Source: an optimization exercise on an open RTL-to-GDS flow (aim: small area, a short achievable clock period and few clock cycles per item). Production flows keep margins and buffers that such runs may drop. Only simulation tests tie the RTL to the original design; equivalence was not proved.

==> trial 86: inputs <==
## conv_top
module conv_top (
	input  logic        clk,
	input  logic        rst_n,
	input  logic        filter_valid,
	input  logic        image_valid,
	input  logic [3:0]  image_size,
	input  logic        pad_mode,
	input  logic        act_mode,
	input  logic [7:0]  in_data,
	output logic        out_valid,
	output logic [15:0] out_data
);
	logic [3:0]  fcnt;
	logic        fen;
	logic [71:0] weights;
	assign fen = filter_valid && (fcnt != 4'd9);
	always_ff @(posedge clk or negedge rst_n) begin
		if (!rst_n) begin
			fcnt <= '0;
		end else if (!filter_valid) begin
			fcnt <= '0;
		end else if (fen) begin
			fcnt <= fcnt + 4'd1;
		end
	end
	always_ff @(posedge clk) begin
		if (fen) begin
			weights <= {in_data, weights[71:8]};
		end
	end
	logic       active;    
	logic       tail;      
	logic       prod_on;   
	logic [2:0] nm1;       
	logic [5:0] lsel;      
	logic       padm;
	logic       actm;
	logic [2:0] ir, ic;    
	logic [2:0] orow, ocol;
	logic       start;
	logic       shift;
	logic       prod;
	logic       wv;
	logic [23:0] psel_d, psel;
	assign start = image_valid && !active;
	assign shift = image_valid || tail;
	assign prod  = prod_on ? tail || image_valid
  ...
==> module conv_top, before the edit <==
module conv_top (
	input  logic        clk,
	input  logic        rst_n,
	input  logic        filter_valid,
	input  logic        image_valid,
	input  logic [3:0]  image_size,
	input  logic        pad_mode,
	input  logic        act_mode,
	input  logic [7:0]  in_data,
	output logic        out_valid,
	output logic [15:0] out_data
);
	logic [3:0]  fcnt;
	logic        fen;
	logic [71:0] weights;
	assign fen = filter_valid && (fcnt != 4'd9);
	always_ff @(posedge clk or negedge rst_n) begin
		if (!rst_n) begin
			fcnt <= '0;
		end else if (!filter_valid) begin
			fcnt <= '0;
		end else if (fen) begin
			fcnt <= fcnt + 4'd1;
		end
	end
	always_ff @(posedge clk) begin
		if (fen) begin
			weights <= {in_data, weights[71:8]};
		end
	end
	logic       active;    
	logic       tail;      
	logic       prod_on;   
	logic [2:0] nm1;       
	logic [5:0] lsel;      
	logic       padm;
	logic       actm;
	logic [2:0] ir, ic;    
	logic [2:0] orow, ocol;
	logic       start;
	logic       shift;
	logic       prod;
	logic       wv;
	logic [23:0] psel_d, psel;
	assign start = image_valid && !active;
	assign shift = image_valid || tail;
	assign prod  = prod_on ? tail || image_valid
	                       : image_valid && !start && (ir == 3'd1) && (ic == 3'd1);
	always_ff @(posedge clk or negedge rst_n) begin
		if (!rst_n) begin
			active  <= 1'b0;
			tail    <= 1'b0;
			prod_on <= 1'b0;
			nm1     <= '0;
			lsel    <= '0;
			padm    <= 1'b0;
			actm    <= 1'b0;
			ir      <= '0;
			ic      <= '0;
			orow    <= '0;
			ocol    <= '0;
			wv      <= 1'b0;
		end else begin
			wv <= prod;
			if (start) begin
				active <= 1'b1;
				nm1    <= 3'(image_size - 4'd1);
				padm   <= pad_mode;
				actm   <= act_mode;
				for (int k = 0; k < 6; k++) lsel[k] <= (image_size == 4'(k + 3));
				ir     <= 3'd0;
				ic     <= 3'd1;
				orow   <= 3'd0;
				ocol   <= 3'd0;
			end else if (image_valid) begin
				if (ic == nm1) begin
					ic <= 3'd0;
					ir <= ir + 3'd1;
					if (ir == nm1) tail <= 1'b1;
				end else begin
					ic <= ic + 3'd1;
				end
			end
			if (prod) begin
				prod_on <= 1'b1;
				if (ocol == nm1) begin
					ocol <= 3'd0;
					orow <= orow + 3'd1;
				end else begin
					ocol <= ocol + 3'd1;
				end
				if ((orow == nm1) && (ocol == nm1)) begin
					active  <= 1'b0;
					tail    <= 1'b0;
					prod_on <= 1'b0;
				end
			end
		end
	end
	conv_psel conv_psel_i (
		.top   (orow == 3'd0),
		.bot   (orow == nm1),
		.left  (ocol == 3'd0),
		.right (ocol == nm1),
		.pad   (padm),
		.psel  (psel_d)
	);
	always_ff @(posedge clk) begin
		psel <= psel_d;
	end
	logic [7:0] b0, b1, b2, m0, m1, m2, t0, t1, t2;
	logic [7:0] d [1:5];
	logic [7:0] e [1:5];
	always_ff @(posedge clk) begin
		if (shift) begin
			b0 <= in_data;
			b1 <= b0;
			b2 <= b1;
			d[5] <= b2;
			for (int k = 1; k < 5; k++) d[k] <= lsel[k] ? b2 : d[k+1];
			m0 <= lsel[0] ? b2 : d[1];
			m1 <= m0;
			m2 <= m1;
			e[5] <= m2;
			for (int k = 1; k < 5; k++) e[k] <= lsel[k] ? m2 : e[k+1];
			t0 <= lsel[0] ? m2 : e[1];
			t1 <= t0;
			t2 <= t1;
		end
	end
	logic [94:0] rows_d, rows;
	logic [18:0] acc_d, acc;
	logic [15:0] res;
	logic        v1, v2;
	conv_mac conv_mac_i (
		.weights (weights),
		.win     ({t2, t1, t0, m2, m1, m0, b2, b1, b0}),
		.psel    (psel),
		.rows    (rows_d)
	);
	always_ff @(posedge clk) begin
		rows <= rows_d;
	end
	conv_sum conv_sum_i (
		.rows (rows),
		.acc  (acc_d)
	);
	always_ff @(posedge clk) begin
		acc <= acc_d;
	end
	conv_act conv_act_i (
		.acc  (acc),
		.actm (actm),
		.res  (res)
	);
	always_ff @(posedge clk) begin
		out_data <= res;
	end
	always_ff @(posedge clk or negedge rst_n) begin
		if (!rst_n) begin
			v1        <= 1'b0;
			v2        <= 1'b0;
			out_valid <= 1'b0;
		end else begin
			v1        <= wv;
			v2        <= v1;
			out_valid <= v2;
		end
	end
endmodule
clock: 18.0 ns
lec_check: 0
cap_margin: 20
core_margin: 2
core_utilization: 55
cts_cluster_diameter: 80
cts_cluster_size: 35
slew_margin: 20
synth_hierarchical: 1
synth_minimum_keep_size: 0
standard.sh (not shown) runs the stock make flow with config.mk's settings and CLKGATE_MAP_FILE= SYNTH_SCRIPT=/design/flow/synth_recipe.tcl, a recipe that flattens the netlist after the stock synthesis.
==> flow/flow/run.sh <==
#!/bin/bash
# The standard layout, with the resizer's setup repair aimed at a margin below the
# clock period (the period and constraints themselves are unchanged).
set -euo pipefail
bash standard.sh SETUP_SLACK_MARGIN=13.4 finish > flow_make.log 2>&1
==> build 83: changes against trial 86 <==
==> flow/flow/run.sh (replaced) <==
#!/bin/bash
# The standard layout, with the resizer's setup repair aimed at a margin below the
# clock period (the period and constraints themselves are unchanged).
set -euo pipefail
bash standard.sh SETUP_SLACK_MARGIN=13.3 finish > flow_make.log 2>&1
- CORE_UTILIZATION: 55 -> 40
- CTS_CLUSTER_DIAMETER: 80 -> not set
- CTS_CLUSTER_SIZE: 35 -> not set
==> trial 40: changes against trial 86 <==
--- a/flow/design.v
+++ b/flow/design.v
@@ -2336,12 +2336,4 @@
 			tail    <= 1'b0;
 			prod_on <= 1'b0;
-			nm1     <= '0;
-			lsel    <= '0;
-			padm    <= 1'b0;
-			actm    <= 1'b0;
-			ir      <= '0;
-			ic      <= '0;
-			orow    <= '0;
-			ocol    <= '0;
 			wv      <= 1'b0;
 		end else begin
@@ -2349,17 +2341,32 @@
 			if (start) begin
 				active <= 1'b1;
-				nm1    <= 3'(image_size - 4'd1);
-				padm   <= pad_mode;
-				actm   <= act_mode;
-				for (int k = 0; k < 6; k++) lsel[k] <= (image_size == 4'(k + 3));
-				ir     <= 3'd0;
-				ic     <= 3'd1;
-				orow   <= 3'd0;
-				ocol   <= 3'd0;
-			end else if (image_valid) begin
+			end else if (image_valid && (ic == nm1) && (ir == nm1)) begin
+				tail <= 1'b1;
+			end
+			if (prod) begin
+				prod_on <= 1'b1;
+				if ((orow == nm1) && (ocol == nm1)) begin
+					active  <= 1'b0;
+					tail    <= 1'b0;
+					prod_on <= 1'b0;
+				end
+			end
+		end
+	end
+	always_ff @(posedge clk) begin
+		if (start) begin
+			nm1  <= 3'(image_size - 4'd1);
+			padm <= pad_mode;
+			actm <= act_mode;
+			for (int k = 0; k < 6; k++) lsel[k] <= (image_size == 4'(k + 3));
+			ir   <= 3'd0;
+			ic   <= 3'd1;
+			orow <= 3'd0;
+			ocol <= 3'd0;
+		end else begin
+			if (image_valid) begin
 				if (ic == nm1) begin
 					ic <= 3'd0;
 					ir <= ir + 3'd1;
-					if (ir == nm1) tail <= 1'b1;
 				end else begin
 					ic <= ic + 3'd1;
@@ -2367,5 +2374,4 @@
 			end
 			if (prod) begin
-				prod_on <= 1'b1;
 				if (ocol == nm1) begin
 					ocol <= 3'd0;
@@ -2374,9 +2380,4 @@
 					ocol <= ocol + 3'd1;
 				end
-				if ((orow == nm1) && (ocol == nm1)) begin
-					active  <= 1'b0;
-					tail    <= 1'b0;
-					prod_on <= 1'b0;
-				end
 			end
 		end
- CTS_CLUSTER_DIAMETER: 80 -> 60
- CTS_CLUSTER_SIZE: 35 -> 25
==> reports/results.ini <==
[global_route]
first_global_vias=20987
grt_pass1_wl_mm=139

[layout]
nMultiInputCombCells=1885
fin_cells=3636
diodes=1

[run_status]
status=finished clean

[drt]
finalWirelength_mm=94.5

-- figures above: build 83

==> reports/results.ini <==
[layout]
nonClkBufAreaFrac_pct=4.01
diodes=0
nMultiInputCombCells=1884

[hold_path]
hold_depth=0

[run_status]
status=finished clean

[global_route]
first_global_vias=20779
grt_pass1_wl_mm=136

[drt]
finalWirelength_mm=90.7

[setup_path]
startpoint=out_valid$_DFF_PN0_
r2r_start=weights[62]$_DFFE_PP_

-- figures above: trial 86

==> reports/results.ini <==
[global_route]
first_global_vias=20570
grt_pass1_wl_mm=135

[drt]
finalWirelength_mm=91.2

[placed_design]
post_dp_cell_area_um2=31600

[run_status]
status=finished clean

[layout]
fin_area_um2=34000
nClkBuffers=41
drive_gt1_share_pct=18.2
diodes=2
nMultiInputCombCells=1879
fin_cells=3305

[setup_path]
worstSetupPathType=reg2out

[timing]
timing.final.crit_share_pct=26.1

[floorplan]
die-area_um2=58900

-- figures above: trial 40

Testbench counts of trial 86, summed over its fixed seeds: cycles 5,996, results 4,631.
Testbench counts of build 83, summed over its fixed seeds: cycles 5,996, results 4,631.
Testbench counts of trial 40, summed over its fixed seeds: cycles 5,996, results 4,631.

==> separate check: timing with driven ports <==
The results above use ideal ports. As a check the final layouts listed here were re-extracted and re-timed, cells and wires unchanged.
Step 1 assumes that a clkbuf_16 drives the clock port and a buf_2 every other input.
Step 2 also shifts input and output timing later by t, the mid clock arrival at the registers, as if the neighbouring blocks saw the same clock.
Slacks: no drivers / after step 1 / after step 2; pairs: no drivers / after step 1.
| run | t, ns | slack for setup (ns) | clock arrival spread, ns | worst data-port slew with drivers (ns) |
|---|---|---|---|---|
| trial 86 | 0.677 | 13.261 / 13.199 / 12.854 | 0.046 / 0.046 | 0.03 |
| build 83 | 0.667 | 13.271 / 13.211 / 12.807 | 0.047 / 0.046 | 0.05 |
| trial 40 | 0.645 | 13.303 / 13.241 / 12.795 | 0.051 / 0.051 | 0.04 |
After both steps setup and hold are still met in every run listed. The setup slack of trial 40, which loses most, moves by -0.062 ns with the drivers and by -0.508 ns with both steps.
